Source: an optimization exercise on an open RTL-to-GDS flow (aim: a short achievable clock period, few clock cycles and low power). Production flows keep margins and buffers that such runs may drop. At most, simulation tests tie the RTL to the original design; equivalence was not proved. No functional check of the RTL was part of run 1. No activity file was given, so power comes from the tool's default toggle rates.

==> flow/design.v, too long to show whole: its modules and the start of the top module <==
// module mac_lane_sum: 1967 lines
// module mac_vector_engine: 945 lines
module mac_vector_engine (
  input logic clk,
  input logic reset_n,
  input logic start,
  input logic clear,
  input logic [9:0] vec_len,
  input logic signed [47:0] bias,
  input logic in_valid,
  input logic [35:0] in_a,
  input logic [35:0] in_b,
  input logic out_ready,
  output logic busy,
  output logic in_ready,
  output logic out_valid,
  output logic signed [17:0] out_data,
  output logic signed [47:0] out_acc,
  output logic acc_overflow
);
  // ...
==> flow/run.sh <==
#!/bin/bash
# synth_recipe.tcl (not shown) runs the flow's synth.tcl, then flattens the netlist and writes it again
# the make line also repeats each setting of config.mk as NAME=value (left out here)
make -C /OpenROAD-flow-scripts/flow DESIGN_CONFIG=/design/flow/config.mk WORK_HOME=/design/flow/orfs CLKGATE_MAP_FILE= SYNTH_SCRIPT=/design/flow/synth_recipe.tcl finish
==> flow/config.mk <==
export PLATFORM = sky130hd
export DESIGN_NAME = mac_vector_engine
export DESIGN_NICKNAME = mac_vector_engine
export VERILOG_FILES = /design/flow/design.v
export SDC_FILE = /design/flow/constraint.sdc
export NUM_CORES = 4
export LEC_CHECK = 0
export ABC_CLOCK_PERIOD_IN_PS = 2900
export CAP_MARGIN = 20
export CORE_MARGIN = 2
export CORE_UTILIZATION = 60
export CTS_BUF_LIST = sky130_fd_sc_hd__clkbuf_16
export CTS_CLUSTER_DIAMETER = 120
export CTS_CLUSTER_SIZE = 25
export SETUP_SLACK_MARGIN = 4.2
export SLEW_MARGIN = 20
==> flow/constraint.sdc <==
create_clock -name core_clock -period 7.0 [get_ports {clk}]
set_input_delay 1.4000 -clock core_clock [delete_from_list [all_inputs] [get_ports {clk}]]
set_output_delay 1.4000 -clock core_clock [all_outputs]
set_load 0.01 [all_outputs]
==> run_results.csv, run 1 <==
group,metric,value,unit
power_and_ir_drop,p_clk_share,22.6,%
clock_network,cts_resized,241,
power_and_ir_drop,power_density,180,nW/um^2
worst_hold_path,holdCritPathClass,"register to register",
final_layout,final_cell_mix,"a22oi_1 (290), fa_1 (287), dfxtp_1 (262)",
final_layout,largest_cell_class,"multi-input gates",
clock_network,clkSinkCount,478,
yosys,async_flop_share,6.69,%
clock_network,postCtsSetupBuffers,38,
status,status,"complete, no violations",
final_layout,nFillCells,4165,
power_and_ir_drop,powerClk,1490,uW
final_layout,nMultiInputCombCells,2233,
yosys,synth_fa_ha_area_share,22.3,%
critical_path,max_stage_delay,0.42,ns
yosys,synth_xor_area_share,11.6,%
routing,first_iter_violations,1936,
final_layout,n_antenna_cell,0,
final_layout,drive_above_1_share,11.9,%
final_layout,largestRegisters,"u_sum.t1_q x133, u_sum.t2_q x65, res_q x48",
clock_network,tritoncts,"built",
global_routing,met3_usage,5.03,%
routing,route.detailed.drc,0,
final_layout,area_growth,13.3,%
place,port_buffers,205,
power_and_ir_drop,p_seq,3280,uW
power_and_ir_drop,vdd_drop_max,0.000250,V
==> run 2: changes to the inputs <==
--- a/flow/design.v
+++ b/flow/design.v
@@ -2073,100 +2073,149 @@
       vp_q <= {vp_q[NST+2-1:0], take || pseudo};
       lp_q <= {lp_q[NST+2-1:0], blast};
     end
   end
   wire [47:0] s_t, c_t;
   mac_lane_sum u_sum (.clk(clk), .v_i(rb_q), .a_i(a_q), .one_i(one_q), .two_i(two_q), .neg_i(neg_q), .s_o(s_t), .c_o(c_t));
   logic [47:0] res_q;
   logic ovf_q, rovf_q;
-  logic [7:0] acc0_q;
-  wire [7:0] x0 = acc0_q;
+  logic [11:0] acc0_q;
+  wire [11:0] x0 = acc0_q;
   wire st0 = lp_q[NST+0], vb0 = vp_q[NST+0];
   assign st_c[0] = st0;
-  wire [7:0] s0 = s_t[7:0];
-  wire [7:0] c0 = c_t[7:0];
-  wire [7:0] p0 = x0 ^ s0 ^ c0;
-  wire [7:0] g0 = (x0 & s0) | (x0 & c0) | (s0 & c0);
-  wire [7:0] k0_p0 = p0 ^ {g0[6:0], 1'b0};
-  wire [7:0] k0_g0 = p0 & {g0[6:0], 1'b0};
-  wire [7:0] k0_G0 = {k0_g0[7:1], k0_g0[0] | (k0_p0[0] & 1'b0)};
-  wire [7:0] k0_P0 = k0_p0;
-  wire [7:0] k0_G1, k0_P1;
+  wire [11:0] s0 = s_t[11:0];
+  wire [11:0] c0 = c_t[11:0];
+  wire [11:0] p0 = x0 ^ s0 ^ c0;
+  wire [11:0] g0 = (x0 & s0) | (x0 & c0) | (s0 & c0);
+  wire [11:0] k0_p0 = p0 ^ {g0[10:0], 1'b0};
+  wire [11:0] k0_g0 = p0 & {g0[10:0], 1'b0};
+  wire [11:0] k0_G0 = {k0_g0[11:1], k0_g0[0] | (k0_p0[0] & 1'b0)};
+  wire [11:0] k0_P0 = k0_p0;
+  wire [11:0] k0_G1, k0_P1;
   assign k0_G1[0] = k0_G0[0];
   assign k0_P1[0] = k0_P0[0];
   assign k0_G1[1] = k0_G0[1] | (k0_P0[1] & k0_G0[0]);
   assign k0_P1[1] = k0_P0[1] & k0_P0[0];
   assign k0_G1[2] = k0_G0[2] | (k0_P0[2] & k0_G0[1]);
   assign k0_P1[2] = k0_P0[2] & k0_P0[1];
   assign k0_G1[3] = k0_G0[3] | (k0_P0[3] & k0_G0[2]);
   assign k0_P1[3] = k0_P0[3] & k0_P0[2];
   assign k0_G1[4] = k0_G0[4] | (k0_P0[4] & k0_G0[3]);
   assign k0_P1[4] = k0_P0[4] & k0_P0[3];
   assign k0_G1[5] = k0_G0[5] | (k0_P0[5] & k0_G0[4]);
   assign k0_P1[5] = k0_P0[5] & k0_P0[4];
   assign k0_G1[6] = k0_G0[6] | (k0_P0[6] & k0_G0[5]);
   assign k0_P1[6] = k0_P0[6] & k0_P0[5];
   assign k0_G1[7] = k0_G0[7] | (k0_P0[7] & k0_G0[6]);
   assign k0_P1[7] = k0_P0[7] & k0_P0[6];
-  wire [7:0] k0_G2, k0_P2;
+  assign k0_G1[8] = k0_G0[8] | (k0_P0[8] & k0_G0[7]);
+  assign k0_P1[8] = k0_P0[8] & k0_P0[7];
+  assign k0_G1[9] = k0_G0[9] | (k0_P0[9] & k0_G0[8]);
+  assign k0_P1[9] = k0_P0[9] & k0_P0[8];
+  assign k0_G1[10] = k0_G0[10] | (k0_P0[10] & k0_G0[9]);
+  assign k0_P1[10] = k0_P0[10] & k0_P0[9];
+  assign k0_G1[11] = k0_G0[11] | (k0_P0[11] & k0_G0[10]);
+  assign k0_P1[11] = k0_P0[11] & k0_P0[10];
+  wire [11:0] k0_G2, k0_P2;
   assign k0_G2[0] = k0_G1[0];
   assign k0_P2[0] = k0_P1[0];
   assign k0_G2[1] = k0_G1[1];
   assign k0_P2[1] = k0_P1[1];
   assign k0_G2[2] = k0_G1[2] | (k0_P1[2] & k0_G1[0]);
   assign k0_P2[2] = k0_P1[2] & k0_P1[0];
   assign k0_G2[3] = k0_G1[3] | (k0_P1[3] & k0_G1[1]);
   assign k0_P2[3] = k0_P1[3] & k0_P1[1];
   assign k0_G2[4] = k0_G1[4] | (k0_P1[4] & k0_G1[2]);
   assign k0_P2[4] = k0_P1[4] & k0_P1[2];
   assign k0_G2[5] = k0_G1[5] | (k0_P1[5] & k0_G1[3]);
   assign k0_P2[5] = k0_P1[5] & k0_P1[3];
   assign k0_G2[6] = k0_G1[6] | (k0_P1[6] & k0_G1[4]);
   assign k0_P2[6] = k0_P1[6] & k0_P1[4];
   assign k0_G2[7] = k0_G1[7] | (k0_P1[7] & k0_G1[5]);
   assign k0_P2[7] = k0_P1[7] & k0_P1[5];
-  wire [7:0] k0_G3, k0_P3;
+  assign k0_G2[8] = k0_G1[8] | (k0_P1[8] & k0_G1[6]);
+  assign k0_P2[8] = k0_P1[8] & k0_P1[6];
+  assign k0_G2[9] = k0_G1[9] | (k0_P1[9] & k0_G1[7]);
+  assign k0_P2[9] = k0_P1[9] & k0_P1[7];
+  assign k0_G2[10] = k0_G1[10] | (k0_P1[10] & k0_G1[8]);
+  assign k0_P2[10] = k0_P1[10] & k0_P1[8];
+  assign k0_G2[11] = k0_G1[11] | (k0_P1[11] & k0_G1[9]);
+  assign k0_P2[11] = k0_P1[11] & k0_P1[9];
+  wire [11:0] k0_G3, k0_P3;
   assign k0_G3[0] = k0_G2[0];
   assign k0_P3[0] = k0_P2[0];
   assign k0_G3[1] = k0_G2[1];
   assign k0_P3[1] = k0_P2[1];
   assign k0_G3[2] = k0_G2[2];
   assign k0_P3[2] = k0_P2[2];
   assign k0_G3[3] = k0_G2[3];
   assign k0_P3[3] = k0_P2[3];
   assign k0_G3[4] = k0_G2[4] | (k0_P2[4] & k0_G2[0]);
   assign k0_P3[4] = k0_P2[4] & k0_P2[0];
   assign k0_G3[5] = k0_G2[5] | (k0_P2[5] & k0_G2[1]);
   assign k0_P3[5] = k0_P2[5] & k0_P2[1];
   assign k0_G3[6] = k0_G2[6] | (k0_P2[6] & k0_G2[2]);
   assign k0_P3[6] = k0_P2[6] & k0_P2[2];
   assign k0_G3[7] = k0_G2[7] | (k0_P2[7] & k0_G2[3]);
   assign k0_P3[7] = k0_P2[7] & k0_P2[3];
-  wire [8:0] k0_y = {k0_G3[7], k0_p0 ^ {k0_G3[6:0], 1'b0}};
-  wire cg1 = g0[7];   
-  wire [8:0] y0 = k0_y;
+  assign k0_G3[8] = k0_G2[8] | (k0_P2[8] & k0_G2[4]);
+  assign k0_P3[8] = k0_P2[8] & k0_P2[4];
+  assign k0_G3[9] = k0_G2[9] | (k0_P2[9] & k0_G2[5]);
+  assign k0_P3[9] = k0_P2[9] & k0_P2[5];
+  assign k0_G3[10] = k0_G2[10] | (k0_P2[10] & k0_G2[6]);
+  assign k0_P3[10] = k0_P2[10] & k0_P2[6];
+  assign k0_G3[11] = k0_G2[11] | (k0_P2[11] & k0_G2[7]);
+  assign k0_P3[11] = k0_P2[11] & k0_P2[7];
+  wire [11:0] k0_G4, k0_P4;
+  assign k0_G4[0] = k0_G3[0];
+  assign k0_P4[0] = k0_P3[0];
+  assign k0_G4[1] = k0_G3[1];
+  assign k0_P4[1] = k0_P3[1];
+  assign k0_G4[2] = k0_G3[2];
+  assign k0_P4[2] = k0_P3[2];
+  assign k0_G4[3] = k0_G3[3];
+  assign k0_P4[3] = k0_P3[3];
+  assign k0_G4[4] = k0_G3[4];
+  assign k0_P4[4] = k0_P3[4];
+  assign k0_G4[5] = k0_G3[5];
+  assign k0_P4[5] = k0_P3[5];
+  assign k0_G4[6] = k0_G3[6];
+  assign k0_P4[6] = k0_P3[6];
+  assign k0_G4[7] = k0_G3[7];
+  assign k0_P4[7] = k0_P3[7];
+  assign k0_G4[8] = k0_G3[8] | (k0_P3[8] & k0_G3[0]);
+  assign k0_P4[8] = k0_P3[8] & k0_P3[0];
+  assign k0_G4[9] = k0_G3[9] | (k0_P3[9] & k0_G3[1]);
+  assign k0_P4[9] = k0_P3[9] & k0_P3[1];
+  assign k0_G4[10] = k0_G3[10] | (k0_P3[10] & k0_G3[2]);
+  assign k0_P4[10] = k0_P3[10] & k0_P3[2];
+  assign k0_G4[11] = k0_G3[11] | (k0_P3[11] & k0_G3[3]);
+  assign k0_P4[11] = k0_P3[11] & k0_P3[3];
+  wire [12:0] k0_y = {k0_G4[11], k0_p0 ^ {k0_G4[10:0], 1'b0}};
+  wire cg1 = g0[11];   
+  wire [12:0] y0 = k0_y;
   logic ca1_q;
-  always_ff @(posedge clk) ca1_q <= y0[8];
+  always_ff @(posedge clk) ca1_q <= y0[12];
   always_ff @(posedge clk) begin
     if (dl_c[0] || ho_c[0] || vb0)
-      acc0_q <= dl_c[0] ? bias[7:0] : ho_c[0] ? res_q[7:0] : y0[7:0];
-    if (st0 || hw_c[0]) res_q[7:0] <= st0 ? y0[7:0] : bias[7:0];
+      acc0_q <= dl_c[0] ? bias[11:0] : ho_c[0] ? res_q[11:0] : y0[11:0];
+    if (st0 || hw_c[0]) res_q[11:0] <= st0 ? y0[11:0] : bias[11:0];
   end
-  logic [19:0] acc1_q;
-  wire [19:0] x1 = acc1_q;
+  logic [17:0] acc1_q;
+  wire [17:0] x1 = acc1_q;
   wire st1 = lp_q[NST+1], vb1 = vp_q[NST+1];
   assign st_c[1] = st1;
-  wire [19:0] ps1 = s_t[27:8];
-  wire [19:0] pc1 = c_t[27:8];
-  wire [19:0] q1_p0 = ps1[19:0] ^ pc1[19:0];
-  wire [19:0] q1_g0 = ps1[19:0] & pc1[19:0];
-  wire [19:0] q1_G0 = {q1_g0[19:1], q1_g0[0] | (q1_p0[0] & cg1)};
-  wire [19:0] q1_P0 = q1_p0;
-  wire [19:0] q1_G1, q1_P1;
+  wire [17:0] ps1 = s_t[29:12];
+  wire [17:0] pc1 = c_t[29:12];
+  wire [17:0] q1_p0 = ps1[17:0] ^ pc1[17:0];
+  wire [17:0] q1_g0 = ps1[17:0] & pc1[17:0];
+  wire [17:0] q1_G0 = {q1_g0[17:1], q1_g0[0] | (q1_p0[0] & cg1)};
+  wire [17:0] q1_P0 = q1_p0;
+  wire [17:0] q1_G1, q1_P1;
   assign q1_G1[0] = q1_G0[0];
   assign q1_P1[0] = q1_P0[0];
   assign q1_G1[1] = q1_G0[1] | (q1_P0[1] & q1_G0[0]);
   assign q1_P1[1] = q1_P0[1] & q1_P0[0];
   assign q1_G1[2] = q1_G0[2] | (q1_P0[2] & q1_G0[1]);
   assign q1_P1[2] = q1_P0[2] & q1_P0[1];
   assign q1_G1[3] = q1_G0[3] | (q1_P0[3] & q1_G0[2]);
   assign q1_P1[3] = q1_P0[3] & q1_P0[2];
@@ -2193,21 +2242,17 @@
   assign q1_G1[14] = q1_G0[14] | (q1_P0[14] & q1_G0[13]);
   assign q1_P1[14] = q1_P0[14] & q1_P0[13];
   assign q1_G1[15] = q1_G0[15] | (q1_P0[15] & q1_G0[14]);
   assign q1_P1[15] = q1_P0[15] & q1_P0[14];
   assign q1_G1[16] = q1_G0[16] | (q1_P0[16] & q1_G0[15]);
   assign q1_P1[16] = q1_P0[16] & q1_P0[15];
   assign q1_G1[17] = q1_G0[17] | (q1_P0[17] & q1_G0[16]);
   assign q1_P1[17] = q1_P0[17] & q1_P0[16];
-  assign q1_G1[18] = q1_G0[18] | (q1_P0[18] & q1_G0[17]);
-  assign q1_P1[18] = q1_P0[18] & q1_P0[17];
-  assign q1_G1[19] = q1_G0[19] | (q1_P0[19] & q1_G0[18]);
-  assign q1_P1[19] = q1_P0[19] & q1_P0[18];
-  wire [19:0] q1_G2, q1_P2;
+  wire [17:0] q1_G2, q1_P2;
   assign q1_G2[0] = q1_G1[0];
   assign q1_P2[0] = q1_P1[0];
   assign q1_G2[1] = q1_G1[1];
   assign q1_P2[1] = q1_P1[1];
   assign q1_G2[2] = q1_G1[2] | (q1_P1[2] & q1_G1[0]);
   assign q1_P2[2] = q1_P1[2] & q1_P1[0];
   assign q1_G2[3] = q1_G1[3] | (q1_P1[3] & q1_G1[1]);
   assign q1_P2[3] = q1_P1[3] & q1_P1[1];
@@ -2234,21 +2279,17 @@
   assign q1_G2[14] = q1_G1[14] | (q1_P1[14] & q1_G1[12]);
   assign q1_P2[14] = q1_P1[14] & q1_P1[12];
   assign q1_G2[15] = q1_G1[15] | (q1_P1[15] & q1_G1[13]);
   assign q1_P2[15] = q1_P1[15] & q1_P1[13];
   assign q1_G2[16] = q1_G1[16] | (q1_P1[16] & q1_G1[14]);
   assign q1_P2[16] = q1_P1[16] & q1_P1[14];
   assign q1_G2[17] = q1_G1[17] | (q1_P1[17] & q1_G1[15]);
   assign q1_P2[17] = q1_P1[17] & q1_P1[15];
-  assign q1_G2[18] = q1_G1[18] | (q1_P1[18] & q1_G1[16]);
-  assign q1_P2[18] = q1_P1[18] & q1_P1[16];
-  assign q1_G2[19] = q1_G1[19] | (q1_P1[19] & q1_G1[17]);
-  assign q1_P2[19] = q1_P1[19] & q1_P1[17];
-  wire [19:0] q1_G3, q1_P3;
+  wire [17:0] q1_G3, q1_P3;
   assign q1_G3[0] = q1_G2[0];
   assign q1_P3[0] = q1_P2[0];
   assign q1_G3[1] = q1_G2[1];
   assign q1_P3[1] = q1_P2[1];
   assign q1_G3[2] = q1_G2[2];
   assign q1_P3[2] = q1_P2[2];
   assign q1_G3[3] = q1_G2[3];
   assign q1_P3[3] = q1_P2[3];
@@ -2275,21 +2316,17 @@
   assign q1_G3[14] = q1_G2[14] | (q1_P2[14] & q1_G2[10]);
   assign q1_P3[14] = q1_P2[14] & q1_P2[10];
   assign q1_G3[15] = q1_G2[15] | (q1_P2[15] & q1_G2[11]);
   assign q1_P3[15] = q1_P2[15] & q1_P2[11];
   assign q1_G3[16] = q1_G2[16] | (q1_P2[16] & q1_G2[12]);
   assign q1_P3[16] = q1_P2[16] & q1_P2[12];
   assign q1_G3[17] = q1_G2[17] | (q1_P2[17] & q1_G2[13]);
   assign q1_P3[17] = q1_P2[17] & q1_P2[13];
-  assign q1_G3[18] = q1_G2[18] | (q1_P2[18] & q1_G2[14]);
-  assign q1_P3[18] = q1_P2[18] & q1_P2[14];
-  assign q1_G3[19] = q1_G2[19] | (q1_P2[19] & q1_G2[15]);
-  assign q1_P3[19] = q1_P2[19] & q1_P2[15];
-  wire [19:0] q1_G4, q1_P4;
+  wire [17:0] q1_G4, q1_P4;
   assign q1_G4[0] = q1_G3[0];
   assign q1_P4[0] = q1_P3[0];
   assign q1_G4[1] = q1_G3[1];
   assign q1_P4[1] = q1_P3[1];
   assign q1_G4[2] = q1_G3[2];
   assign q1_P4[2] = q1_P3[2];
   assign q1_G4[3] = q1_G3[3];
   assign q1_P4[3] = q1_P3[3];
@@ -2316,21 +2353,17 @@
   assign q1_G4[14] = q1_G3[14] | (q1_P3[14] & q1_G3[6]);
   assign q1_P4[14] = q1_P3[14] & q1_P3[6];
   assign q1_G4[15] = q1_G3[15] | (q1_P3[15] & q1_G3[7]);
   assign q1_P4[15] = q1_P3[15] & q1_P3[7];
   assign q1_G4[16] = q1_G3[16] | (q1_P3[16] & q1_G3[8]);
   assign q1_P4[16] = q1_P3[16] & q1_P3[8];
   assign q1_G4[17] = q1_G3[17] | (q1_P3[17] & q1_G3[9]);
   assign q1_P4[17] = q1_P3[17] & q1_P3[9];
-  assign q1_G4[18] = q1_G3[18] | (q1_P3[18] & q1_G3[10]);
-  assign q1_P4[18] = q1_P3[18] & q1_P3[10];
-  assign q1_G4[19] = q1_G3[19] | (q1_P3[19] & q1_G3[11]);
-  assign q1_P4[19] = q1_P3[19] & q1_P3[11];
-  wire [19:0] q1_G5, q1_P5;
+  wire [17:0] q1_G5, q1_P5;
   assign q1_G5[0] = q1_G4[0];
   assign q1_P5[0] = q1_P4[0];
   assign q1_G5[1] = q1_G4[1];
   assign q1_P5[1] = q1_P4[1];
   assign q1_G5[2] = q1_G4[2];
   assign q1_P5[2] = q1_P4[2];
   assign q1_G5[3] = q1_G4[3];
   assign q1_P5[3] = q1_P4[3];
@@ -2357,32 +2390,28 @@
   assign q1_G5[14] = q1_G4[14];
   assign q1_P5[14] = q1_P4[14];
   assign q1_G5[15] = q1_G4[15];
   assign q1_P5[15] = q1_P4[15];
   assign q1_G5[16] = q1_G4[16] | (q1_P4[16] & q1_G4[0]);
   assign q1_P5[16] = q1_P4[16] & q1_P4[0];
   assign q1_G5[17] = q1_G4[17] | (q1_P4[17] & q1_G4[1]);
   assign q1_P5[17] = q1_P4[17] & q1_P4[1];
-  assign q1_G5[18] = q1_G4[18] | (q1_P4[18] & q1_G4[2]);
-  assign q1_P5[18] = q1_P4[18] & q1_P4[2];
-  assign q1_G5[19] = q1_G4[19] | (q1_P4[19] & q1_G4[3]);
-  assign q1_P5[19] = q1_P4[19] & q1_P4[3];
-  wire [20:0] q1_y = {q1_G5[19], q1_p0 ^ {q1_G5[18:0], cg1}};
-  logic [19:0] pa1_q;
+  wire [18:0] q1_y = {q1_G5[17], q1_p0 ^ {q1_G5[16:0], cg1}};
+  logic [17:0] pa1_q;
   logic pco2_q;
   always_ff @(posedge clk) begin
-    pa1_q <= vp_q[NST+0] ? q1_y[19:0] : '0;
-    pco2_q <= q1_y[20];
+    pa1_q <= vp_q[NST+0] ? q1_y[17:0] : '0;
+    pco2_q <= q1_y[18];
   end
-  wire [19:0] k1_p0 = x1 ^ pa1_q;
-  wire [19:0] k1_g0 = x1 & pa1_q;
-  wire [19:0] k1_G0 = {k1_g0[19:1], k1_g0[0] | (k1_p0[0] & ca1_q)};
-  wire [19:0] k1_P0 = k1_p0;
-  wire [19:0] k1_G1, k1_P1;
+  wire [17:0] k1_p0 = x1 ^ pa1_q;
+  wire [17:0] k1_g0 = x1 & pa1_q;
+  wire [17:0] k1_G0 = {k1_g0[17:1], k1_g0[0] | (k1_p0[0] & ca1_q)};
+  wire [17:0] k1_P0 = k1_p0;
+  wire [17:0] k1_G1, k1_P1;
   assign k1_G1[0] = k1_G0[0];
   assign k1_P1[0] = k1_P0[0];
   assign k1_G1[1] = k1_G0[1] | (k1_P0[1] & k1_G0[0]);
   assign k1_P1[1] = k1_P0[1] & k1_P0[0];
   assign k1_G1[2] = k1_G0[2] | (k1_P0[2] & k1_G0[1]);
   assign k1_P1[2] = k1_P0[2] & k1_P0[1];
   assign k1_G1[3] = k1_G0[3] | (k1_P0[3] & k1_G0[2]);
   assign k1_P1[3] = k1_P0[3] & k1_P0[2];
@@ -2409,21 +2438,17 @@
   assign k1_G1[14] = k1_G0[14] | (k1_P0[14] & k1_G0[13]);
   assign k1_P1[14] = k1_P0[14] & k1_P0[13];
   assign k1_G1[15] = k1_G0[15] | (k1_P0[15] & k1_G0[14]);
   assign k1_P1[15] = k1_P0[15] & k1_P0[14];
   assign k1_G1[16] = k1_G0[16] | (k1_P0[16] & k1_G0[15]);
   assign k1_P1[16] = k1_P0[16] & k1_P0[15];
   assign k1_G1[17] = k1_G0[17] | (k1_P0[17] & k1_G0[16]);
   assign k1_P1[17] = k1_P0[17] & k1_P0[16];
-  assign k1_G1[18] = k1_G0[18] | (k1_P0[18] & k1_G0[17]);
-  assign k1_P1[18] = k1_P0[18] & k1_P0[17];
-  assign k1_G1[19] = k1_G0[19] | (k1_P0[19] & k1_G0[18]);
-  assign k1_P1[19] = k1_P0[19] & k1_P0[18];
-  wire [19:0] k1_G2, k1_P2;
+  wire [17:0] k1_G2, k1_P2;
   assign k1_G2[0] = k1_G1[0];
   assign k1_P2[0] = k1_P1[0];
   assign k1_G2[1] = k1_G1[1];
   assign k1_P2[1] = k1_P1[1];
   assign k1_G2[2] = k1_G1[2] | (k1_P1[2] & k1_G1[0]);
   assign k1_P2[2] = k1_P1[2] & k1_P1[0];
   assign k1_G2[3] = k1_G1[3] | (k1_P1[3] & k1_G1[1]);
   assign k1_P2[3] = k1_P1[3] & k1_P1[1];
@@ -2450,21 +2475,17 @@
   assign k1_G2[14] = k1_G1[14] | (k1_P1[14] & k1_G1[12]);
   assign k1_P2[14] = k1_P1[14] & k1_P1[12];
   assign k1_G2[15] = k1_G1[15] | (k1_P1[15] & k1_G1[13]);
   assign k1_P2[15] = k1_P1[15] & k1_P1[13];
   assign k1_G2[16] = k1_G1[16] | (k1_P1[16] & k1_G1[14]);
   assign k1_P2[16] = k1_P1[16] & k1_P1[14];
   assign k1_G2[17] = k1_G1[17] | (k1_P1[17] & k1_G1[15]);
   assign k1_P2[17] = k1_P1[17] & k1_P1[15];
-  assign k1_G2[18] = k1_G1[18] | (k1_P1[18] & k1_G1[16]);
-  assign k1_P2[18] = k1_P1[18] & k1_P1[16];
-  assign k1_G2[19] = k1_G1[19] | (k1_P1[19] & k1_G1[17]);
-  assign k1_P2[19] = k1_P1[19] & k1_P1[17];
-  wire [19:0] k1_G3, k1_P3;
+  wire [17:0] k1_G3, k1_P3;
   assign k1_G3[0] = k1_G2[0];
   assign k1_P3[0] = k1_P2[0];
   assign k1_G3[1] = k1_G2[1];
   assign k1_P3[1] = k1_P2[1];
   assign k1_G3[2] = k1_G2[2];
   assign k1_P3[2] = k1_P2[2];
   assign k1_G3[3] = k1_G2[3];
   assign k1_P3[3] = k1_P2[3];
@@ -2491,21 +2512,17 @@
   assign k1_G3[14] = k1_G2[14] | (k1_P2[14] & k1_G2[10]);
   assign k1_P3[14] = k1_P2[14] & k1_P2[10];
   assign k1_G3[15] = k1_G2[15] | (k1_P2[15] & k1_G2[11]);
   assign k1_P3[15] = k1_P2[15] & k1_P2[11];
   assign k1_G3[16] = k1_G2[16] | (k1_P2[16] & k1_G2[12]);
   assign k1_P3[16] = k1_P2[16] & k1_P2[12];
   assign k1_G3[17] = k1_G2[17] | (k1_P2[17] & k1_G2[13]);
   assign k1_P3[17] = k1_P2[17] & k1_P2[13];
-  assign k1_G3[18] = k1_G2[18] | (k1_P2[18] & k1_G2[14]);
-  assign k1_P3[18] = k1_P2[18] & k1_P2[14];
-  assign k1_G3[19] = k1_G2[19] | (k1_P2[19] & k1_G2[15]);
-  assign k1_P3[19] = k1_P2[19] & k1_P2[15];
-  wire [19:0] k1_G4, k1_P4;
+  wire [17:0] k1_G4, k1_P4;
   assign k1_G4[0] = k1_G3[0];
   assign k1_P4[0] = k1_P3[0];
   assign k1_G4[1] = k1_G3[1];
   assign k1_P4[1] = k1_P3[1];
   assign k1_G4[2] = k1_G3[2];
   assign k1_P4[2] = k1_P3[2];
   assign k1_G4[3] = k1_G3[3];
   assign k1_P4[3] = k1_P3[3];
@@ -2532,21 +2549,17 @@
   assign k1_G4[14] = k1_G3[14] | (k1_P3[14] & k1_G3[6]);
   assign k1_P4[14] = k1_P3[14] & k1_P3[6];
   assign k1_G4[15] = k1_G3[15] | (k1_P3[15] & k1_G3[7]);
   assign k1_P4[15] = k1_P3[15] & k1_P3[7];
   assign k1_G4[16] = k1_G3[16] | (k1_P3[16] & k1_G3[8]);
   assign k1_P4[16] = k1_P3[16] & k1_P3[8];
   assign k1_G4[17] = k1_G3[17] | (k1_P3[17] & k1_G3[9]);
   assign k1_P4[17] = k1_P3[17] & k1_P3[9];
-  assign k1_G4[18] = k1_G3[18] | (k1_P3[18] & k1_G3[10]);
-  assign k1_P4[18] = k1_P3[18] & k1_P3[10];
-  assign k1_G4[19] = k1_G3[19] | (k1_P3[19] & k1_G3[11]);
-  assign k1_P4[19] = k1_P3[19] & k1_P3[11];
-  wire [19:0] k1_G5, k1_P5;
+  wire [17:0] k1_G5, k1_P5;
   assign k1_G5[0] = k1_G4[0];
   assign k1_P5[0] = k1_P4[0];
   assign k1_G5[1] = k1_G4[1];
   assign k1_P5[1] = k1_P4[1];
   assign k1_G5[2] = k1_G4[2];
   assign k1_P5[2] = k1_P4[2];
   assign k1_G5[3] = k1_G4[3];
   assign k1_P5[3] = k1_P4[3];
@@ -2573,131 +2586,96 @@
   assign k1_G5[14] = k1_G4[14];
   assign k1_P5[14] = k1_P4[14];
   assign k1_G5[15] = k1_G4[15];
   assign k1_P5[15] = k1_P4[15];
   assign k1_G5[16] = k1_G4[16] | (k1_P4[16] & k1_G4[0]);
   assign k1_P5[16] = k1_P4[16] & k1_P4[0];
   assign k1_G5[17] = k1_G4[17] | (k1_P4[17] & k1_G4[1]);
   assign k1_P5[17] = k1_P4[17] & k1_P4[1];
-  assign k1_G5[18] = k1_G4[18] | (k1_P4[18] & k1_G4[2]);
-  assign k1_P5[18] = k1_P4[18] & k1_P4[2];
-  assign k1_G5[19] = k1_G4[19] | (k1_P4[19] & k1_G4[3]);
-  assign k1_P5[19] = k1_P4[19] & k1_P4[3];
-  wire [20:0] k1_y = {k1_G5[19], k1_p0 ^ {k1_G5[18:0], ca1_q}};
-  wire [20:0] y1 = k1_y;
+  wire [18:0] k1_y = {k1_G5[17], k1_p0 ^ {k1_G5[16:0], ca1_q}};
+  wire [18:0] y1 = k1_y;
   logic ca2_q;
-  always_ff @(posedge clk) ca2_q <= y1[20];
+  always_ff @(posedge clk) ca2_q <= y1[18];
   always_ff @(posedge clk) begin
     if (dl_c[1] || ho_c[1] || vb1)
-      acc1_q <= dl_c[1] ? bias[27:8] : ho_c[1] ? res_q[27:8] : y1[19:0];
-    if (st1 || hw_c[1]) res_q[27:8] <= st1 ? y1[19:0] : bias[27:8];
+      acc1_q <= dl_c[1] ? bias[29:12] : ho_c[1] ? res_q[29:12] : y1[17:0];
+    if (st1 || hw_c[1]) res_q[29:12] <= st1 ? y1[17:0] : bias[29:12];
   end
-  logic [19:0] acc2_q;
-  wire [19:0] x2 = acc2_q;
+  logic [17:0] acc2_q;
+  wire [17:0] x2 = acc2_q;
   wire st2 = lp_q[NST+2], vb2 = vp_q[NST+2];
   assign st_c[2] = st2;
-  logic [19:0] sd2_q [1];
-  logic [19:0] cd2_q [1];
+  logic [17:0] sd2_q [1];
+  logic [17:0] cd2_q [1];
   always_ff @(posedge clk) begin
-    sd2_q[0] <= s_t[47:28];
-    cd2_q[0] <= c_t[47:28];
+    sd2_q[0] <= s_t[47:30];
+    cd2_q[0] <= c_t[47:30];
   end
-  wire [19:0] ps2 = sd2_q[0];
-  wire [19:0] pc2 = cd2_q[0];
-  wire [8:0] q2_p0 = ps2[8:0] ^ pc2[8:0];
-  wire [8:0] q2_g0 = ps2[8:0] & pc2[8:0];
-  wire [8:0] q2_G0 = {q2_g0[8:1], q2_g0[0] | (q2_p0[0] & pco2_q)};
-  wire [8:0] q2_P0 = q2_p0;
-  wire [8:0] q2_G1, q2_P1;
+  wire [17:0] ps2 = sd2_q[0];
+  wire [17:0] pc2 = cd2_q[0];
+  wire [6:0] q2_p0 = ps2[6:0] ^ pc2[6:0];
+  wire [6:0] q2_g0 = ps2[6:0] & pc2[6:0];
+  wire [6:0] q2_G0 = {q2_g0[6:1], q2_g0[0] | (q2_p0[0] & pco2_q)};
+  wire [6:0] q2_P0 = q2_p0;
+  wire [6:0] q2_G1, q2_P1;
   assign q2_G1[0] = q2_G0[0];
   assign q2_P1[0] = q2_P0[0];
   assign q2_G1[1] = q2_G0[1] | (q2_P0[1] & q2_G0[0]);
   assign q2_P1[1] = q2_P0[1] & q2_P0[0];
   assign q2_G1[2] = q2_G0[2] | (q2_P0[2] & q2_G0[1]);
   assign q2_P1[2] = q2_P0[2] & q2_P0[1];
   assign q2_G1[3] = q2_G0[3] | (q2_P0[3] & q2_G0[2]);
   assign q2_P1[3] = q2_P0[3] & q2_P0[2];
   assign q2_G1[4] = q2_G0[4] | (q2_P0[4] & q2_G0[3]);
   assign q2_P1[4] = q2_P0[4] & q2_P0[3];
   assign q2_G1[5] = q2_G0[5] | (q2_P0[5] & q2_G0[4]);
   assign q2_P1[5] = q2_P0[5] & q2_P0[4];
   assign q2_G1[6] = q2_G0[6] | (q2_P0[6] & q2_G0[5]);
   assign q2_P1[6] = q2_P0[6] & q2_P0[5];
-  assign q2_G1[7] = q2_G0[7] | (q2_P0[7] & q2_G0[6]);
-  assign q2_P1[7] = q2_P0[7] & q2_P0[6];
-  assign q2_G1[8] = q2_G0[8] | (q2_P0[8] & q2_G0[7]);
-  assign q2_P1[8] = q2_P0[8] & q2_P0[7];
-  wire [8:0] q2_G2, q2_P2;
+  wire [6:0] q2_G2, q2_P2;
   assign q2_G2[0] = q2_G1[0];
   assign q2_P2[0] = q2_P1[0];
   assign q2_G2[1] = q2_G1[1];
   assign q2_P2[1] = q2_P1[1];
   assign q2_G2[2] = q2_G1[2] | (q2_P1[2] & q2_G1[0]);
   assign q2_P2[2] = q2_P1[2] & q2_P1[0];
   assign q2_G2[3] = q2_G1[3] | (q2_P1[3] & q2_G1[1]);
   assign q2_P2[3] = q2_P1[3] & q2_P1[1];
   assign q2_G2[4] = q2_G1[4] | (q2_P1[4] & q2_G1[2]);
   assign q2_P2[4] = q2_P1[4] & q2_P1[2];
   assign q2_G2[5] = q2_G1[5] | (q2_P1[5] & q2_G1[3]);
   assign q2_P2[5] = q2_P1[5] & q2_P1[3];
   assign q2_G2[6] = q2_G1[6] | (q2_P1[6] & q2_G1[4]);
   assign q2_P2[6] = q2_P1[6] & q2_P1[4];
-  assign q2_G2[7] = q2_G1[7] | (q2_P1[7] & q2_G1[5]);
-  assign q2_P2[7] = q2_P1[7] & q2_P1[5];
-  assign q2_G2[8] = q2_G1[8] | (q2_P1[8] & q2_G1[6]);
-  assign q2_P2[8] = q2_P1[8] & q2_P1[6];
-  wire [8:0] q2_G3, q2_P3;
+  wire [6:0] q2_G3, q2_P3;
   assign q2_G3[0] = q2_G2[0];
   assign q2_P3[0] = q2_P2[0];
   assign q2_G3[1] = q2_G2[1];
   assign q2_P3[1] = q2_P2[1];
   assign q2_G3[2] = q2_G2[2];
   assign q2_P3[2] = q2_P2[2];
   assign q2_G3[3] = q2_G2[3];
   assign q2_P3[3] = q2_P2[3];
   assign q2_G3[4] = q2_G2[4] | (q2_P2[4] & q2_G2[0]);
   assign q2_P3[4] = q2_P2[4] & q2_P2[0];
   assign q2_G3[5] = q2_G2[5] | (q2_P2[5] & q2_G2[1]);
   assign q2_P3[5] = q2_P2[5] & q2_P2[1];
   assign q2_G3[6] = q2_G2[6] | (q2_P2[6] & q2_G2[2]);
   assign q2_P3[6] = q2_P2[6] & q2_P2[2];
-  assign q2_G3[7] = q2_G2[7] | (q2_P2[7] & q2_G2[3]);
-  assign q2_P3[7] = q2_P2[7] & q2_P2[3];
-  assign q2_G3[8] = q2_G2[8] | (q2_P2[8] & q2_G2[4]);
-  assign q2_P3[8] = q2_P2[8] & q2_P2[4];
-  wire [8:0] q2_G4, q2_P4;
-  assign q2_G4[0] = q2_G3[0];
-  assign q2_P4[0] = q2_P3[0];
-  assign q2_G4[1] = q2_G3[1];
-  assign q2_P4[1] = q2_P3[1];
-  assign q2_G4[2] = q2_G3[2];
-  assign q2_P4[2] = q2_P3[2];
-  assign q2_G4[3] = q2_G3[3];
-  assign q2_P4[3] = q2_P3[3];
-  assign q2_G4[4] = q2_G3[4];
-  assign q2_P4[4] = q2_P3[4];
-  assign q2_G4[5] = q2_G3[5];
-  assign q2_P4[5] = q2_P3[5];
-  assign q2_G4[6] = q2_G3[6];
-  assign q2_P4[6] = q2_P3[6];
-  assign q2_G4[7] = q2_G3[7];
-  assign q2_P4[7] = q2_P3[7];
-  assign q2_G4[8] = q2_G3[8] | (q2_P3[8] & q2_G3[0]);
-  assign q2_P4[8] = q2_P3[8] & q2_P3[0];
-  wire [9:0] q2_y = {q2_G4[8], q2_p0 ^ {q2_G4[7:0], pco2_q}};
-  logic [8:0] pa2_q;
+  wire [7:0] q2_y = {q2_G3[6], q2_p0 ^ {q2_G3[5:0], pco2_q}};
+  logic [6:0] pa2_q;
   always_ff @(posedge clk) begin
-    pa2_q <= vp_q[NST+1] ? q2_y[8:0] : '0;
+    pa2_q <= vp_q[NST+1] ? q2_y[6:0] : '0;
   end
-  wire [19:0] k2_p0 = x2 ^ {{11{pa2_q[8]}}, pa2_q};
-  wire [19:0] k2_g0 = x2 & {{11{pa2_q[8]}}, pa2_q};
-  wire [19:0] k2_G0 = {k2_g0[19:1], k2_g0[0] | (k2_p0[0] & ca2_q)};
-  wire [19:0] k2_P0 = k2_p0;
-  wire [19:0] k2_G1, k2_P1;
+  wire [17:0] k2_p0 = x2 ^ {{11{pa2_q[6]}}, pa2_q};
+  wire [17:0] k2_g0 = x2 & {{11{pa2_q[6]}}, pa2_q};
+  wire [17:0] k2_G0 = {k2_g0[17:1], k2_g0[0] | (k2_p0[0] & ca2_q)};
+  wire [17:0] k2_P0 = k2_p0;
+  wire [17:0] k2_G1, k2_P1;
   assign k2_G1[0] = k2_G0[0];
   assign k2_P1[0] = k2_P0[0];
   assign k2_G1[1] = k2_G0[1] | (k2_P0[1] & k2_G0[0]);
   assign k2_P1[1] = k2_P0[1] & k2_P0[0];
   assign k2_G1[2] = k2_G0[2] | (k2_P0[2] & k2_G0[1]);
   assign k2_P1[2] = k2_P0[2] & k2_P0[1];
   assign k2_G1[3] = k2_G0[3] | (k2_P0[3] & k2_G0[2]);
   assign k2_P1[3] = k2_P0[3] & k2_P0[2];
@@ -2724,21 +2702,17 @@
   assign k2_G1[14] = k2_G0[14] | (k2_P0[14] & k2_G0[13]);
   assign k2_P1[14] = k2_P0[14] & k2_P0[13];
   assign k2_G1[15] = k2_G0[15] | (k2_P0[15] & k2_G0[14]);
   assign k2_P1[15] = k2_P0[15] & k2_P0[14];
   assign k2_G1[16] = k2_G0[16] | (k2_P0[16] & k2_G0[15]);
   assign k2_P1[16] = k2_P0[16] & k2_P0[15];
   assign k2_G1[17] = k2_G0[17] | (k2_P0[17] & k2_G0[16]);
   assign k2_P1[17] = k2_P0[17] & k2_P0[16];
-  assign k2_G1[18] = k2_G0[18] | (k2_P0[18] & k2_G0[17]);
-  assign k2_P1[18] = k2_P0[18] & k2_P0[17];
-  assign k2_G1[19] = k2_G0[19] | (k2_P0[19] & k2_G0[18]);
-  assign k2_P1[19] = k2_P0[19] & k2_P0[18];
-  wire [19:0] k2_G2, k2_P2;
+  wire [17:0] k2_G2, k2_P2;
   assign k2_G2[0] = k2_G1[0];
   assign k2_P2[0] = k2_P1[0];
   assign k2_G2[1] = k2_G1[1];
   assign k2_P2[1] = k2_P1[1];
   assign k2_G2[2] = k2_G1[2] | (k2_P1[2] & k2_G1[0]);
   assign k2_P2[2] = k2_P1[2] & k2_P1[0];
   assign k2_G2[3] = k2_G1[3] | (k2_P1[3] & k2_G1[1]);
   assign k2_P2[3] = k2_P1[3] & k2_P1[1];
@@ -2765,21 +2739,17 @@
   assign k2_G2[14] = k2_G1[14] | (k2_P1[14] & k2_G1[12]);
   assign k2_P2[14] = k2_P1[14] & k2_P1[12];
   assign k2_G2[15] = k2_G1[15] | (k2_P1[15] & k2_G1[13]);
   assign k2_P2[15] = k2_P1[15] & k2_P1[13];
   assign k2_G2[16] = k2_G1[16] | (k2_P1[16] & k2_G1[14]);
   assign k2_P2[16] = k2_P1[16] & k2_P1[14];
   assign k2_G2[17] = k2_G1[17] | (k2_P1[17] & k2_G1[15]);
   assign k2_P2[17] = k2_P1[17] & k2_P1[15];
-  assign k2_G2[18] = k2_G1[18] | (k2_P1[18] & k2_G1[16]);
-  assign k2_P2[18] = k2_P1[18] & k2_P1[16];
-  assign k2_G2[19] = k2_G1[19] | (k2_P1[19] & k2_G1[17]);
-  assign k2_P2[19] = k2_P1[19] & k2_P1[17];
-  wire [19:0] k2_G3, k2_P3;
+  wire [17:0] k2_G3, k2_P3;
   assign k2_G3[0] = k2_G2[0];
   assign k2_P3[0] = k2_P2[0];
   assign k2_G3[1] = k2_G2[1];
   assign k2_P3[1] = k2_P2[1];
   assign k2_G3[2] = k2_G2[2];
   assign k2_P3[2] = k2_P2[2];
   assign k2_G3[3] = k2_G2[3];
   assign k2_P3[3] = k2_P2[3];
@@ -2806,21 +2776,17 @@
   assign k2_G3[14] = k2_G2[14] | (k2_P2[14] & k2_G2[10]);
   assign k2_P3[14] = k2_P2[14] & k2_P2[10];
   assign k2_G3[15] = k2_G2[15] | (k2_P2[15] & k2_G2[11]);
   assign k2_P3[15] = k2_P2[15] & k2_P2[11];
   assign k2_G3[16] = k2_G2[16] | (k2_P2[16] & k2_G2[12]);
   assign k2_P3[16] = k2_P2[16] & k2_P2[12];
   assign k2_G3[17] = k2_G2[17] | (k2_P2[17] & k2_G2[13]);
   assign k2_P3[17] = k2_P2[17] & k2_P2[13];
-  assign k2_G3[18] = k2_G2[18] | (k2_P2[18] & k2_G2[14]);
-  assign k2_P3[18] = k2_P2[18] & k2_P2[14];
-  assign k2_G3[19] = k2_G2[19] | (k2_P2[19] & k2_G2[15]);
-  assign k2_P3[19] = k2_P2[19] & k2_P2[15];
-  wire [19:0] k2_G4, k2_P4;
+  wire [17:0] k2_G4, k2_P4;
   assign k2_G4[0] = k2_G3[0];
   assign k2_P4[0] = k2_P3[0];
   assign k2_G4[1] = k2_G3[1];
   assign k2_P4[1] = k2_P3[1];
   assign k2_G4[2] = k2_G3[2];
   assign k2_P4[2] = k2_P3[2];
   assign k2_G4[3] = k2_G3[3];
   assign k2_P4[3] = k2_P3[3];
@@ -2847,21 +2813,17 @@
   assign k2_G4[14] = k2_G3[14] | (k2_P3[14] & k2_G3[6]);
   assign k2_P4[14] = k2_P3[14] & k2_P3[6];
   assign k2_G4[15] = k2_G3[15] | (k2_P3[15] & k2_G3[7]);
   assign k2_P4[15] = k2_P3[15] & k2_P3[7];
   assign k2_G4[16] = k2_G3[16] | (k2_P3[16] & k2_G3[8]);
   assign k2_P4[16] = k2_P3[16] & k2_P3[8];
   assign k2_G4[17] = k2_G3[17] | (k2_P3[17] & k2_G3[9]);
   assign k2_P4[17] = k2_P3[17] & k2_P3[9];
-  assign k2_G4[18] = k2_G3[18] | (k2_P3[18] & k2_G3[10]);
-  assign k2_P4[18] = k2_P3[18] & k2_P3[10];
-  assign k2_G4[19] = k2_G3[19] | (k2_P3[19] & k2_G3[11]);
-  assign k2_P4[19] = k2_P3[19] & k2_P3[11];
-  wire [19:0] k2_G5, k2_P5;
+  wire [17:0] k2_G5, k2_P5;
   assign k2_G5[0] = k2_G4[0];
   assign k2_P5[0] = k2_P4[0];
   assign k2_G5[1] = k2_G4[1];
   assign k2_P5[1] = k2_P4[1];
   assign k2_G5[2] = k2_G4[2];
   assign k2_P5[2] = k2_P4[2];
   assign k2_G5[3] = k2_G4[3];
   assign k2_P5[3] = k2_P4[3];
@@ -2888,28 +2850,24 @@
   assign k2_G5[14] = k2_G4[14];
   assign k2_P5[14] = k2_P4[14];
   assign k2_G5[15] = k2_G4[15];
   assign k2_P5[15] = k2_P4[15];
   assign k2_G5[16] = k2_G4[16] | (k2_P4[16] & k2_G4[0]);
   assign k2_P5[16] = k2_P4[16] & k2_P4[0];
   assign k2_G5[17] = k2_G4[17] | (k2_P4[17] & k2_G4[1]);
   assign k2_P5[17] = k2_P4[17] & k2_P4[1];
-  assign k2_G5[18] = k2_G4[18] | (k2_P4[18] & k2_G4[2]);
-  assign k2_P5[18] = k2_P4[18] & k2_P4[2];
-  assign k2_G5[19] = k2_G4[19] | (k2_P4[19] & k2_G4[3]);
-  assign k2_P5[19] = k2_P4[19] & k2_P4[3];
-  wire [20:0] k2_y = {k2_G5[19], k2_p0 ^ {k2_G5[18:0], ca2_q}};
-  wire [20:0] y2 = k2_y;
+  wire [18:0] k2_y = {k2_G5[17], k2_p0 ^ {k2_G5[16:0], ca2_q}};
+  wire [18:0] y2 = k2_y;
   always_ff @(posedge clk) begin
     if (dl_c[2] || ho_c[2] || vb2)
-      acc2_q <= dl_c[2] ? bias[47:28] : ho_c[2] ? res_q[47:28] : y2[19:0];
-    if (st2 || hw_c[2]) res_q[47:28] <= st2 ? y2[19:0] : bias[47:28];
+      acc2_q <= dl_c[2] ? bias[47:30] : ho_c[2] ? res_q[47:30] : y2[17:0];
+    if (st2 || hw_c[2]) res_q[47:30] <= st2 ? y2[17:0] : bias[47:30];
   end
-  wire ovf_step = (x2[19] ^ y2[19]) & (x2[19] ^ x2[18]);
+  wire ovf_step = (x2[17] ^ y2[17]) & (x2[17] ^ x2[16]);
   always_ff @(posedge clk) begin
     if (dl_c[2] || ho_c[2]) ovf_q <= 1'b0;
     else if (vb2) ovf_q <= ovf_q | ovf_step;
     if (st2) rovf_q <= ovf_q | ovf_step;
   end
   assign res_done = st2;
   assign busy = busy_q;
   assign in_ready = ir_q;
==> run 2 against run 1 <==
Compared with the run above: still clean; clock skew down 0.0081 ns; clock power up 5%; setup slack better by 0.14 ns; maximum frequency grew 4.7%; non-clock buffer count is 46 lower; critical path type unchanged; critical endpoint is now u_sum.t1_q[30].
==> run_results.csv, run 2 <==
group,metric,value,unit
status,status,"complete, no violations",
final_layout,area_growth,12.6,%
floorplan,initial_core_util,60.4,%
critical_path,arrival,3.33,ns
clock_network,insertion_delay,0.61,ns
critical_path,worstPathMaxFanout,10,
critical_path,worstReg2RegEnd,"u_sum.t1_q[30]",
yosys,syn_inst,3211,
critical_path,path_buf_inv,2,
final_layout,final_util,68.0,%
timing,slew_viol_final,0,
yosys,ys_types,76,
final_layout,largestRegisters,"u_sum.t1_q x133, u_sum.t2_q x65, res_q x48",
critical_path,cp_common_cell,"fa_1",
routing,wire_per_inst,22.8,um
timing,max_slew.worst_pin.slew,1.04,ns
final_layout,final_cell_mix,"a22oi_1 (292), fa_1 (288), dfxtp_1 (259)",
routing,avgViaCountPerCell,6.05,
clock_network,h-tree-depth,1,
power_and_ir_drop,power_density,181,nW/um^2
yosys,yosysMostFrequentCell,"dfxtp_1",
timing,setup-violations-final,0,
critical_path,crit_chain,"buf_4, a22oi_1, xnor2_1, fa_1, fa_1, inv_1, fa_1, nor2b_1",
final_layout,drive_above_1_share,10.8,%
worst_hold_path,holdCritPathClass,"register to register",
routing,route.detailed.drc,0,
final_layout,final_cells,3974,
final_layout,final_common_cell,"a22oi_1",
critical_path,crit_cells,8,
timing,slew-limit-headroom,30.5,%
job,max_cap_violations,0,
critical_path,cp_data_required_time,7.48,ns
global_routing,grt_pass1_wl,138,mm
yosys,synth_mux_area_share,2.26,%
final_layout,stdcell_area,36400,um^2
critical_path,crit_type,"register to register",
critical_path,r2r_start,"two_q[1]",
yosys,synth_area,32300,um^2
global_routing,grt_overflow,0,
clock_network,numCtsBuffers,23,
routing,vias,24061,
power_and_ir_drop,total_switching_power,2150,uW
global_routing,antenna_found_initial,0,
yosys,synth_top_family_by_area,"adder cells",
critical_path,max_stage_delay,0.59,ns
yosys,synth.avg_cell_area,10.1,um^2
floorplan,die_h,236,um
clock_network,cts_hold_buf,0,
floorplan,die_x,236,um
final_layout,top_register,"u_sum.t1_q",
worst_hold_path,hp-start,"u_sum.t2_q[56]",
critical_path,startpoint_type,"register",
clock_network,tritoncts,"built",
power_and_ir_drop,p_seq_share,48.8,%
yosys,synthSimpleGateAreaFrac,11.7,%
yosys,yosysTopAreaCell,"dfxtp_1",
critical_path,cp_top_family,"adder cells",
global_routing,grt_max_degree,135,
place,place_congestion,0.921,
yosys,yosys_warnings,4,
clock_network,clk_pin_slew,0.10,ns
routing,dr.pass1.iters,8,
clock_network,clockBufferDepth,3,
final_layout,nets,3800,
final_layout,nFillCells,4196,
power_and_ir_drop,swShare,32.7,%
yosys,yosysSeqAreaShare,32.9,%
critical_path,crit_slowest_cell,"fa_1",
power_and_ir_drop,p_int,4420,uW
yosys,ys_seq_elements,470,
floorplan,ios,206,
yosys,synth_xor_area_share,11.4,%
place,dp_cells,3868,
yosys,synth_fa_ha_area_share,22.4,%
timing,finalSetupTns,0,ns
yosys,syn_nets,3746,
place,place_area,34400,um^2
place,hpwl,62.7,mm
floorplan,core,53500,um^2
global_routing,grt_pass1_vias,24435,
power_and_ir_drop,p_clk_share,23.9,%
timing,clock_skew,0.0336,ns
timing,holdWs,0.329,ns
yosys,ys.flop_type,"dfxtp_1",
yosys,synthTopCellsByArea,"dfxtp_1 (20%), fa_1 (19%), edfxtp_1 (9.9%)",
critical_path,reg2reg_depth,8,
power_and_ir_drop,p_leak,0.0143,uW
clock_network,root_buffer,"clkbuf_16",
worst_hold_path,min_delay_path_depth,0,
yosys,synth_edf_count,107,
worst_hold_path,hold_end,"cd2_q[0][0]",
timing,hold_violations,0,
final_layout,largest_reg_flops,133,
clock_network,clkSinkCount,470,
timing,rsz0062_at_grt,"true",
routing,wirelength,90.4,mm
place,port_buffers,205,
yosys,synth_top_cells_by_count,"dfxtp_1 (331), a22oi_1 (309), fa_1 (301), xor2_1 (247), inv_1 (236)",
critical_path,r2r_slack,4.15,ns
timing,layout_min_cycle_time,2.85,ns
critical_path,endpoint_kind,"register",
routing,drtAntennaViolNets,0,
floorplan,placement_rows,85,
routing,first_iter_violations,2330,
floorplan,dieArea,55800,um^2
power_and_ir_drop,combPwrFrac,27.3,%
yosys,synth_top_area_share,20.5,%
yosys,synth_compound_area_share,13.1,%
global_routing,grt_use_total,31.4,%
timing,fmax,0.350,GHz
timing,period_share,40.8,%
final_layout,n_antenna_cell,0,
yosys,async_flop_share,6.81,%
power_and_ir_drop,vdd_drop_max,0.000184,V
run 2: cell types whose count changed after synthesis, sizes merged, moves of 9 or more:
| cell | delta |
|---|---|
| xnor2 | -9 |
| inv | -10 |
| nor2 | -17 |
| clkbuf | -10 |
| a21oi | -14 |
run 2: worst register-to-register path, delay by kind of cell, from the launching register on:
kind | cells | cell delay, ns
DFF | 1 | 0.48
buffers and inverters | 2 | 0.32
xor gates and xnor gates | 1 | 0.16
AOI/OAI and AO/OA | 1 | 0.11
and+or+nand+nor | 1 | 0.06
adders and majority gates | 3 | 1.58
run 2: cells by family (layout without fill, tap and decap cells):
group / after synthesis / after routing
flip-flops: 470 / 470
buffers and inverters: 514 / 580
adder cells (fa/ha/maj): 399 / 399
AND/OR/NAND/NOR: 719 / 720
multiplexers: 67 / 67
XOR/XNOR: 420 / 420
AO/OA/AOI/OAI: 622 / 622
run 2: layer usage:
layer / vias to the layer above / routed length, um / track usage [%]
met5: - / 0 / 0
met4: 0 / 4680 / 12.6
met3: 319 / 8080 / 5.56
met2: 1289 / 41400 / 51.4
met1: 11690 / 36200 / 41.7
li1: 10763 / - / -
run 2: worst max path at each step:
stage	endpoint	slack [ns]	startpoint
6_report	u_sum.t1_q[30]	4.15	two_q[1]
5_1_grt	pa1_q[16]	4.09	acc0_q[11]
4_1_cts	out_acc[10]	4.07	res_q[10]
3_5_place_dp	acc1_q[14]	3.08	start
3_3_place_gp	acc1_q[14]	3.06	start
2_1_floorplan	u_sum.t1_q[56]	4.14	two_q[9]
run 2: final cells by class:
cell class / count / area (um^2) / share of cell area [%]
Tap cell: 696 / 871 / 2.39
Clock buffer: 23 / 576 / 1.58
Sequential cell: 470 / 10900 / 30.0
Timing Repair inverter: 2 / 10.0 / 0.0275
Timing Repair Buffer: 303 / 2920 / 8.02
Clock inverter: 15 / 120 / 0.330
Inverter: 237 / 893 / 2.45
Multi-Input combinational cell: 2228 / 20100 / 55.2
run 2: metrics by stage:
| stage | power [uW] | setup slack [ns] |
|---|---|---|
| 2_1_floorplan | 4330 | 4.14 |
| 3_3_place_gp | 4920 | 3.06 |
| 3_5_place_dp | 4970 | 3.08 |
| 4_1_cts | 6520 | 4.07 |
| 5_1_grt | 6920 | 4.09 |
| 6_report | 6570 | 4.15 |
run 2: repair_timing:
item                                    in CTS  in global routing
resized for setup                          245                119
cloned                                       2                  4
buffers inserted                            21                 41
hold endpoints to repair                     0                  0
endpoints found under the setup margin     235                122
pin swaps                                   17                 39
run 2: power groups by stage:
| stage | Sequential, uW | Combinational, uW | Clock, uW |
|---|---|---|---|
| global route | 3220 | 2010 | 1690 |
| detailed placement | 3280 | 1690 | 0 |
| floorplan | 3140 | 1190 | 0 |
| finish | 3210 | 1790 | 1570 |
| CTS | 3210 | 1720 | 1600 |
| global placement | 3280 | 1640 | 0 |
Testbench counts of run 2, summed over its fixed seeds: cycles 12,338.
==> run 3: changes to the inputs <==
--- a/flow/config.mk
+++ b/flow/config.mk
@@ -9,5 +9,5 @@
 export CAP_MARGIN = 20
 export CORE_MARGIN = 2
-export CORE_UTILIZATION = 60
+export CORE_UTILIZATION = 65
 export CTS_BUF_LIST = sky130_fd_sc_hd__clkbuf_16
 export CTS_CLUSTER_DIAMETER = 120
==> run 3 against run 2 <==
Compared with the run above: maximum frequency fell by 4.0%; largest power group unchanged; cell count rose by 0.60%; flip-flop and latch count unchanged; design area rose by 1.7%; synthesized cell count stayed put; routed wire length rose by 2.9%; still clean on timing, DRC and antenna; sequential power about the same; via count up 3.7%; sequential share of layout area fell by 0.49 points; clock skew decreased by 0.0013 ns; critical endpoint is now pa1_q[8].
==> run_results.csv, run 3 <==
group,metric,value,unit
power_and_ir_drop,vdd_drop_max,0.000199,V
floorplan,placement_rows,81,
clock_network,root_buffer,"clkbuf_16",
power_and_ir_drop,power_density,176,nW/um^2
final_layout,final_util,75.5,%
critical_path,crit_chain,"fa_2, fa_2, fa_2, a21o_1, a21o_4, buf_6, a211oi_2, o21bai_1, a21oi_2, xnor2_1, and2_1",
yosys,synth_top_family_by_area,"adder cells",
clock_network,numCtsBuffers,22,
final_layout,nets,3858,
floorplan,initial_core_util,65.9,%
clock_network,clkSinkCount,470,
routing,dr.pass1.iters,6,
timing,finalSetupTns,0,ns
timing,clock_skew,0.0323,ns
yosys,synthSimpleGateAreaFrac,11.7,%
routing,route.detailed.drc,0,
floorplan,ios,206,
floorplan,core,49100,um^2
timing,rsz0062_at_grt,"true",
yosys,synth_mux_area_share,2.26,%
routing,vias,24955,
timing,slew_viol_final,0,
critical_path,reg2reg_depth,11,
timing,slew-limit-headroom,41.7,%
global_routing,grt_pass1_wl,137,mm
yosys,synth_top_area_share,20.5,%
power_and_ir_drop,total_switching_power,2130,uW
critical_path,worstReg2RegEnd,"pa1_q[8]",
final_layout,n_antenna_cell,0,
power_and_ir_drop,finalPower,6510,uW
final_layout,register_area,10900,um^2
routing,wire_per_inst,23.3,um
routing,wirelength,93.0,mm
final_layout,final_cells,3998,
critical_path,path_buf_inv,1,
timing,fmax,0.336,GHz
final_layout,drive_above_1_share,12.6,%
clock_network,insertion_delay,0.60,ns
yosys,synth_fa_ha_area_share,22.4,%
critical_path,r2r_start,"acc0_q[11]",
timing,hold_violations,0,
worst_hold_path,holdCritPathClass,"register to register",
clock_network,tritoncts,"built",
critical_path,crit_slowest_cell,"edfxtp_1",
critical_path,max_stage_delay,0.48,ns
yosys,syn_inst,3211,
yosys,ys_types,76,
clock_network,clk_pin_slew,0.10,ns
critical_path,endpoint_kind,"register",
yosys,syn_nets,3746,
yosys,ys.flop_type,"dfxtp_1",
final_layout,nFillCells,3426,
routing,avgViaCountPerCell,6.24,
global_routing,grt_overflow,0,
global_routing,grt_use_total,34.4,%
routing,first_iter_violations,3147,
routing,drtAntennaViolNets,0,
timing,layout_min_cycle_time,2.97,ns
yosys,yosysTopAreaCell,"dfxtp_1",
critical_path,worstPathMaxFanout,3,
global_routing,antenna_found_initial,0,
yosys,synth_xor_area_share,11.4,%
power_and_ir_drop,p_leak,0.0146,uW
final_layout,final_common_cell,"a22oi_1",
yosys,synth.avg_cell_area,10.1,um^2
power_and_ir_drop,swShare,32.7,%
yosys,synth_compound_area_share,13.1,%
final_layout,largestRegisters,"u_sum.t1_q x133, u_sum.t2_q x65, res_q x48",
yosys,synth_area,32300,um^2
place,dp_cells,3831,
timing,period_share,42.5,%
yosys,synth_edf_count,107,
worst_hold_path,hp-start,"u_sum.t2_q[56]",
yosys,ys_seq_elements,470,
place,hpwl,62.8,mm
critical_path,cp_common_cell,"fa_2",
status,status,"complete, no violations",
global_routing,grt_max_degree,110,
yosys,synthTopCellsByArea,"dfxtp_1 (20%), fa_1 (19%), edfxtp_1 (9.9%)",
floorplan,dieArea,51500,um^2
final_layout,multi_input_area,20200,um^2
clock_network,cts_hold_buf,0,
timing,max_slew.worst_pin.slew,0.874,ns
timing,setup-violations-final,0,
yosys,async_flop_share,6.81,%
power_and_ir_drop,p_int,4380,uW
power_and_ir_drop,p_clk_share,22.2,%
final_layout,top_register,"u_sum.t1_q",
critical_path,cp_data_required_time,7.47,ns
final_layout,area_growth,14.5,%
power_and_ir_drop,combPwrFrac,28.6,%
worst_hold_path,min_delay_path_depth,0,
yosys,yosysMostFrequentCell,"dfxtp_1",
global_routing,grt_pass1_vias,24295,
critical_path,arrival,3.44,ns
place,place_congestion,0.959,
critical_path,startpoint_type,"register",
worst_hold_path,hold_end,"cd2_q[0][0]",
power_and_ir_drop,p_seq_share,49.2,%
yosys,yosysSeqAreaShare,32.9,%
job,max_cap_violations,0,
final_layout,final_cell_mix,"a22oi_1 (290), fa_1 (285), dfxtp_1 (260)",
clock_network,clockBufferDepth,3,
yosys,yosys_warnings,4,
clock_network,h-tree-depth,1,
yosys,synth_top_cells_by_count,"dfxtp_1 (331), a22oi_1 (309), fa_1 (301), xor2_1 (247), inv_1 (236)",
final_layout,largest_reg_flops,133,
critical_path,crit_type,"register to register",
floorplan,die_h,227,um
critical_path,cp_top_family,"adder cells",
critical_path,r2r_slack,4.03,ns
timing,holdWs,0.331,ns
place,port_buffers,205,
floorplan,die_x,227,um
-- run 3: cell count changes in the layout (fill, tap and decap cells not counted), moves of 5 or more --
cell             change
buf_4               +40
buf_12              +16
dlygate4sd2_1        +8
clkdlybuf4s15_1      -5
-- run 3: cells by family (layout without fill, tap and decap cells) --
kind of cell / count (synthesis) / count (layout)
AOI/OAI and AO/OA: 622 / 622
xor gates and xnor gates: 420 / 420
adders and majority gates: 399 / 399
buffers and inverters: 514 / 637
DFF: 470 / 470
muxes: 67 / 67
and+or+nand+nor: 719 / 719
-- run 3: cell type report --
type,count,share of cell area [%]
Clock buffer,22,1.49
Tap cell,664,2.24
Sequential cell,470,29.5
Timing Repair inverter,1,0.0135
Multi-Input combinational cell,2227,54.5
Timing Repair Buffer,364,9.69
Clock inverter,13,0.176
Inverter,237,2.41
-- run 3: power by group through the flow --
| stage | combinational [uW] | clock, uW | sequential (uW) |
|---|---|---|---|
| final | 1860 | 1450 | 3200 |
| after global routing | 2060 | 1560 | 3220 |
| after CTS | 1710 | 1480 | 3210 |
| after detailed placement | 1690 | 0 | 3290 |
| after global placement | 1620 | 0 | 3290 |
| after floorplan | 1190 | 0 | 3140 |
-- run 3: worst max path at each step --
stage / endpoint / startpoint / depth (start not counted) / slack (ns)
detailed placement: acc2_q[15] / start / 5 / 2.91
global route: pa1_q[16] / acc0_q[11] / 10 / 3.94
floorplan: u_sum.t1_q[56] / two_q[9] / 10 / 4.14
finish: pa1_q[8] / acc0_q[11] / 11 / 4.03
CTS: pa1_q[16] / acc0_q[11] / 10 / 4.02
global placement: acc2_q[14] / start / 5 / 2.90
-- run 3: metrics by stage --
stage	worst slack [ns]	cell area, um^2
final	4.03	37000
after global routing	3.94	37000
after CTS	4.02	35600
after detailed placement	2.91	34300
after global placement	2.90	34300
after floorplan	4.14	32400
-- run 3: per-layer routing --
metal | share of wire, % | wire (um) | vias up | global-route usage, %
met5 | 0 | 0 | - | 0
met4 | 5.0 | 4690 | 0 | 13.0
met3 | 11 | 10200 | 350 | 6.92
met2 | 45 | 42000 | 1647 | 55.0
met1 | 39 | 36100 | 12082 | 46.5
li1 | - | - | 10876 | -
-- run 3: repair_timing --
| action | CTS | global route |
|---|---|---|
| setup buffers | 26 | 104 |
| endpoints found under the setup margin | 270 | 150 |
| gates cloned | 2 | 0 |
| pin swaps | 32 | 41 |
| gates resized for setup | 273 | 102 |

-- port drivers added, routing unchanged --
How much do the figures lean on ideal ports? The routed layouts below were timed once more, with nothing changed but the port constraints.
Step 1 (the two cells are an assumption about what drives the block):
set clk [get_ports {clk}]
set_driving_cell -lib_cell sky130_fd_sc_hd__clkbuf_16 $clk
set_driving_cell -lib_cell sky130_fd_sc_hd__buf_2 [delete_from_list [all_inputs] $clk]
Step 2 moves the port delays by t, midway between the first and last clock arrival at a register: inputs arrive t later, outputs are due t later. That takes back most of the time a late clock gives input paths.
Three values: no drivers, after step 1, after step 2; two values: the first two.
run | t (ns) | setup WS [ns] | worst setup path after step 2 | clock arrival spread, ns | cell pins on the clock port's net
run 1 | 0.639 | 4.010 / 4.010 / 3.540 | input to register | 0.044 / 0.045 | 1
run 2 | 0.657 | 4.146 / 4.100 / 3.589 | input to register | 0.034 / 0.034 | 1
run 3 | 0.641 | 4.028 / 4.028 / 3.482 | input to register | 0.036 / 0.036 | 1
After both steps every run listed still meets setup and hold. For run 2, which loses most, drivers alone change the setup slack by -0.046 ns; drivers and shift together by -0.557 ns.
